Context: an optimization exercise on an open-source flow, tuned for small area, a short achievable clock period and few clock cycles per item. The choices shown serve that exercise and are no tape-out recipe.
Function was checked by simulation only, so behaviour that the tests miss may differ from the original.

## v6
## piecewise_cosine_curve_eval
module piecewise_cosine_curve_eval
#(
  parameter int MAX_KNOTS  = 8,
  parameter int PHASE_BITS = 10
) (
  input  logic               clk_i,
  input  logic               rst_ni,
  input  logic               in_valid_i,
  output logic               in_stall_o,
  input  logic               kind_i,
  input  logic [2:0]         knot_index_i,
  input  logic signed [15:0] knot_x_i,
  input  logic signed [15:0] knot_y_i,
  input  logic signed [15:0] query_x_i,
  output logic               out_valid_o,
  input  logic               out_stall_i,
  output logic signed [15:0] height_o,
  output logic               in_segment_o,
  input  logic               psel,
  input  logic               penable,
  input  logic               pwrite,
  input  logic [2:0]         paddr,
  input  logic [31:0]        pwdata,
  output logic [31:0]        prdata,
  output logic               pready
);
For scale: roughly 940 flip-flops, ~150 I/O pins, ~0.061 mm2 of cells after synthesis.
Settings: LEC_CHECK=0, CAP_MARGIN=40, CORE_MARGIN=2, CORE_UTILIZATION=55, CTS_CLUSTER_DIAMETER=140, CTS_CLUSTER_SIZE=26, PLACE_DENSITY=0.7, SLEW_MARGIN=60, SYNTH_MEMORY_MAX_BITS=16384; clock period 13.0 ns.
run.sh (not shown) runs the stock make flow with config.mk's settings and CLKGATE_MAP_FILE= SYNTH_SCRIPT=/design/flow/synth_recipe.tcl, a recipe that flattens the netlist after the stock synthesis.
v6 finished every step from synthesis to the final layout, and the layout passed the timing, design-rule and antenna checks.
Testbench counts of v6, summed over its fixed seeds: cycles 2,328, items 1,920.
### v6 -> v7
Settings: swapping 55 for 40 in CORE_UTILIZATION; clearing PLACE_DENSITY, which used to be 0.7; swapping 26 for 22 in CTS_CLUSTER_SIZE; swapping 40 for 50 in CAP_MARGIN; swapping 60 for 70 in SLEW_MARGIN; swapping 140 for 120 in CTS_CLUSTER_DIAMETER.
==> summary.txt <==
Every stage of the flow completed for v7, and the final layout passed the timing, design-rule and antenna checks.
Per the comparison of v7 with v6, share of the clock period used by the worst path decreased by 0.75 points relative to the old numbers, post-route worst hold slack decreased by 33 ps relative to the old numbers, number of clock buffers in the layout increased by 16 relative to the old numbers, non-clock buffering overhead in the final layout increased by 0.83 points relative to the old numbers, tap cell instance count increased by 542 relative to the old numbers.


## rev 12
Another version of the RTL of piecewise_cosine_curve_eval (not shown whole).
Size in the first run: ~5400 cells after synthesis, ~680 flip-flops, about 150 I/O pins, ~54000 um^2 of cells after synthesis.
Settings: LEC_CHECK=0, CAP_MARGIN=20, CORE_MARGIN=2, CORE_UTILIZATION=40, SLEW_MARGIN=20, SYNTH_MEMORY_MAX_BITS=16384; clock period 13.0 ns.
Testbench counts of rev 12, summed over its fixed seeds: cycles 2,296, items 1,920.
Setup changes, rev 12 to rev 13
- clearing SYNTH_MEMORY_MAX_BITS, which used to be 16384
Notes after the runs:
- Of rev 13 and rev 12, only rev 13 fails to reach the end of the flow.


lane 1:
Another version of the RTL of piecewise_cosine_curve_eval (not shown whole).
Size in the first run: about 940 flip-flops, roughly 150 I/O pins, ~61,000 um2 of cells after synthesis.
make LEC_CHECK=0 CAP_MARGIN=50 CORE_MARGIN=2 CORE_UTILIZATION=65 CTS_CLUSTER_DIAMETER=140 CTS_CLUSTER_SIZE=26 PLACE_DENSITY=0.75 SLEW_MARGIN=70 SYNTH_MEMORY_MAX_BITS=16384 finish   # period 13.0 ns
Testbench counts of lane 1, summed over its fixed seeds: cycles 2,328, items 1,920.
## Diff of input files: lane 2 against lane 1
Settings: CORE_UTILIZATION now 70, was 65; PLACE_DENSITY now 0.8, was 0.75.
Findings:
- From lane 2 to lane 1, maximum fanout encountered on the critical timing path did not move at all.
- [compare] base=lane 1 new=lane 2: cell count decreased by 96 relative to the old numbers, design area closely matched the old numbers.
- Looking at setup slack on the worst flop-to-flop path, lane 2 sits below lane 1.


piecewise_cosine_curve_eval, a different RTL version from the one above (not shown whole).
Size: roughly 5700 cells after synthesis, about 930 flip-flops, ~63000 um2 of cells after synthesis.
clock: 13.0 ns
lec_check: 0
cap_margin: 50
core_margin: 2
core_utilization: 40
cts_cluster_diameter: 120
cts_cluster_size: 22
slew_margin: 70
synth_memory_max_bits: 16384
The baseline completed without violations.
Testbench counts at the start, summed over its fixed seeds: cycles 2,328, items 1,920.
Rerun with:
--- a/flow/config.mk
+++ b/flow/config.mk
@@ -8,7 +8,6 @@
 export CAP_MARGIN = 50
 export CORE_MARGIN = 2
-export CORE_UTILIZATION = 40
-export CTS_CLUSTER_DIAMETER = 120
-export CTS_CLUSTER_SIZE = 22
+export CORE_UTILIZATION = 60
+export PLACE_DENSITY = 0.7
 export SLEW_MARGIN = 70
 export SYNTH_MEMORY_MAX_BITS = 16384
Result:
- The changed run ran to the end with no violations
- maximum frequency is higher by 1.8%
- via count is higher by 1.9%
- wire length is lower by 1.8%
- synthesized cell count stays the same
- core utilization is higher by 23 points
- clock skew barely changes
- critical path depth does not change


RTL: one of the versions met above, not the one the previous note started from.
For scale: roughly 5400 cells after synthesis, ~940 flip-flops, about 150 I/O pins.
Settings: LEC_CHECK=0, CAP_MARGIN=60, CORE_MARGIN=2, CORE_UTILIZATION=65, CTS_CLUSTER_DIAMETER=140, CTS_CLUSTER_SIZE=26, PLACE_DENSITY=0.75, SLEW_MARGIN=80, SYNTH_MEMORY_MAX_BITS=16384; clock period 13.0 ns.
Testbench counts at the start, summed over its fixed seeds: cycles 2,328, items 1,920.
Change:
CAP_MARGIN = 50   (was 60)
CORE_UTILIZATION = 60   (was 65)
CTS_CLUSTER_DIAMETER = 120   (was 140)
CTS_CLUSTER_SIZE = 22   (was 26)
PLACE_DENSITY = 0.7   (was 0.75)
SLEW_MARGIN = 70   (was 80)
Result: Cell area decreases by 6.4%; critical path depth does not change; non-clock buffer count is lower by 282; worst setup slack is better by 750 ps.
Change:
CORE_UTILIZATION = 50   (was 60)
CTS_CLUSTER_DIAMETER = 140   (was 120)
CTS_CLUSTER_SIZE = 26   (was 22)
PLACE_DENSITY = 0.65   (was 0.7)
Cell count climbs by 4.0%. Design area climbs by 0.32%. Wire length drops by 0.82%. Global-route usage drops by 5.4 points. Clock skew is about the same. Sequential share of layout area drops by 0.14 points. Count of clock-buffer cells in the layout drops by 9.
Change:
CORE_UTILIZATION = 65   (was 50)
PLACE_DENSITY = 0.75   (was 0.65)
- first-iteration DRC count is higher by about a fifth
- clock skew is about the same
- synthesized cell count does not change
- critical path depth is higher by 2
- non-clock buffer count is unchanged
- worst setup slack gets worse by 70 ps
Change:
CORE_UTILIZATION = 55   (was 65)
PLACE_DENSITY = 0.7   (was 0.75)
Die area goes up by 18%.
Worst setup slack improved by 68 ps.
Fmax increases by 1.6%.
Non-clock buffer count falls by 12.
Wire length goes down by 0.82%.
Design area goes up by 0.38%.
Synthesized cell count does not change.
Register-to-register slack gets better by 180 ps.


Another version of the RTL of piecewise_cosine_curve_eval (not shown whole).
For scale: ~5600 cells after synthesis, about 920 flip-flops, roughly 0.061 mm^2 of cells after synthesis.
clock: 13.0 ns
lec_check: 0
cap_margin: 50
core_margin: 2
core_utilization: 40
slew_margin: 70
synth_memory_max_bits: 16384
Testbench counts at the start, summed over its fixed seeds: cycles 2,328, items 1,920.
Rerun with:
- CAP_MARGIN: 50 -> 20
- SLEW_MARGIN: 70 -> 20
The changed run completed with no timing, DRC or antenna violations.
Area after synthesis is unchanged.
Cell area came out lower by a few percent.


piecewise_cosine_curve_eval, a different RTL version from the one above (not shown whole).
Size: ~5500 cells after synthesis, roughly 150 I/O pins.
make LEC_CHECK=0 CAP_MARGIN=20 CORE_MARGIN=2 CORE_UTILIZATION=40 SLEW_MARGIN=20 SYNTH_MEMORY_MAX_BITS=16384 finish   # period 13.0 ns
Testbench counts at the start, summed over its fixed seeds: cycles 2,328, items 1,920.
Then changed:
CAP_MARGIN = 50   (was 20)
SLEW_MARGIN = 70   (was 20)
The new run finished with timing, DRC and antenna clean.
Via count goes up slightly.
Worst hold slack loses 0.017 ns.
Sequential share of layout area went down by 0.96 points.
Die area is unchanged.
Routed wire length is about the same.
Synthesized area is unchanged.
Final area climbs by a few percent.
Global-route usage hardly moves.
Fmax is higher by a few percent.


## the previous run
Another version of the RTL of piecewise_cosine_curve_eval (not shown whole).
Size in the first run: about 5400 cells after synthesis, ~870 flip-flops, about 0.058 mm2 of cells after synthesis.
==> flow/design.v (excerpt) <==
module piecewise_cosine_curve_eval
#(
  parameter int MAX_KNOTS  = 8,
  parameter int PHASE_BITS = 10
) (
  input  logic               clk_i,
  input  logic               rst_ni,
  input  logic               in_valid_i,
  output logic               in_stall_o,
  input  logic               kind_i,
  input  logic [2:0]         knot_index_i,
  input  logic signed [15:0] knot_x_i,
  input  logic signed [15:0] knot_y_i,
  input  logic signed [15:0] query_x_i,
  output logic               out_valid_o,
  input  logic               out_stall_i,
  output logic signed [15:0] height_o,
  output logic               in_segment_o,
  input  logic               psel,
  input  logic               penable,
  input  logic               pwrite,
  input  logic [2:0]         paddr,
  input  logic [31:0]        pwdata,
  output logic [31:0]        prdata,
  output logic               pready
);
export LEC_CHECK = 0
export CAP_MARGIN = 20
export CORE_MARGIN = 2
export CORE_UTILIZATION = 40
export SLEW_MARGIN = 20
export SYNTH_MEMORY_MAX_BITS = 16384
create_clock -name core_clock -period 13.0 [get_ports {clk_i}]
Testbench counts of the previous run, summed over its fixed seeds: cycles 2,320, items 1,920.
Relative to the previous run, the following input files were edited for the current run:
-- flow/config.mk --
<<< the previous run, line 6
export NUM_CORES = 4
export LEC_CHECK = 0
export CAP_MARGIN = 20
export CORE_MARGIN = 2
export CORE_UTILIZATION = 40
export SLEW_MARGIN = 20
export SYNTH_MEMORY_MAX_BITS = 16384
>>> the current run, line 6
export NUM_CORES = 4
export LEC_CHECK = 0
export CAP_MARGIN = 50
export CORE_MARGIN = 2
export CORE_UTILIZATION = 40
export SLEW_MARGIN = 70
export SYNTH_MEMORY_MAX_BITS = 16384
Notes after the runs:
Re period utilization: the current run and the previous run aren't equal, and the higher value belongs to the previous run. Sort the current run and the previous run by non-filler instance count after layout, descending, and the current run comes first. | final design instance area without fill | lower: the previous run |. Compared with the previous run, the current run shows a lower number of antenna violations at the first check in global routing.

-- separate check: timing with driven ports --
The flow's constraints put no driver on any port. The routed layouts listed below were extracted and timed again, unchanged, in two steps. Step 1: set_driving_cell puts a clkbuf_16 on clk_i and a buf_2 on each other input, an assumption about the parent block. Step 2 adds t to the input delays and takes it off the output delays; t is the mean of the earliest and latest rising clock arrival at the registers after step 1. Input paths then give back, and output paths get back, about the clock's delay inside the block. Slacks: ideal ports / drivers / drivers and shift; pairs: ideal ports / drivers.
| run | t (ns) | slack for setup (ns) | worst setup path at the end | latest minus earliest clock arrival (ns) |
|---|---|---|---|---|
| v6 | 0.732 | 8.434 / 8.361 / 8.499 | register to register | 0.031 / 0.031 |
| v7 | 0.758 | 8.531 / 8.531 / 8.531 | register to register | 0.070 / 0.069 |
| rev 12 | 0.751 | 3.159 / 3.159 / 3.159 | register to register | 0.048 / 0.048 |
| lane 1 | 0.724 | 8.248 / 8.248 / 8.248 | register to register | 0.051 / 0.051 |
| lane 2 | 0.696 | 8.210 / 8.210 / 8.210 | register to register | 0.037 / 0.036 |
| the first run of note 4 | 0.744 | 8.525 / 8.525 / 8.525 | register to register | 0.042 / 0.042 |
| the second run of note 4 | 0.761 | 8.605 / 8.561 / 8.605 | register to register | 0.039 / 0.040 |
| the first run of note 5 | 0.726 | 7.713 / 7.713 / 7.713 | register to register | 0.034 / 0.035 |
| the second run of note 5 | 0.731 | 8.466 / 8.466 / 8.466 | register to register | 0.049 / 0.048 |
| the third run of note 5 | 0.728 | 8.651 / 8.584 / 8.647 | input to register | 0.051 / 0.051 |
| the fourth run of note 5 | 0.716 | 8.581 / 8.564 / 8.581 | register to register | 0.049 / 0.049 |
| the fifth run of note 5 | 0.726 | 8.649 / 8.574 / 8.685 | input to register | 0.039 / 0.039 |
| the first run of note 6 | 0.793 | 8.528 / 8.488 / 8.528 | register to register | 0.085 / 0.085 |
| the second run of note 6 | 0.782 | 8.183 / 8.183 / 7.795 | input to register | 0.055 / 0.055 |
| the first run of note 7 | 0.781 | 8.087 / 8.087 / 7.954 | input to register | 0.065 / 0.065 |
| the second run of note 7 | 0.768 | 8.330 / 8.330 / 8.330 | register to register | 0.068 / 0.069 |
| the previous run | 0.772 | 6.348 / 6.348 / 6.348 | register to register | 0.061 / 0.061 |
| the current run | 0.782 | 7.346 / 7.346 / 7.345 | input to register | 0.085 / 0.085 |
After both steps setup and hold are still met in every run listed. For the second run of note 6, which loses most, drivers alone change the setup slack by 0.000 ns; drivers and shift together by -0.388 ns.
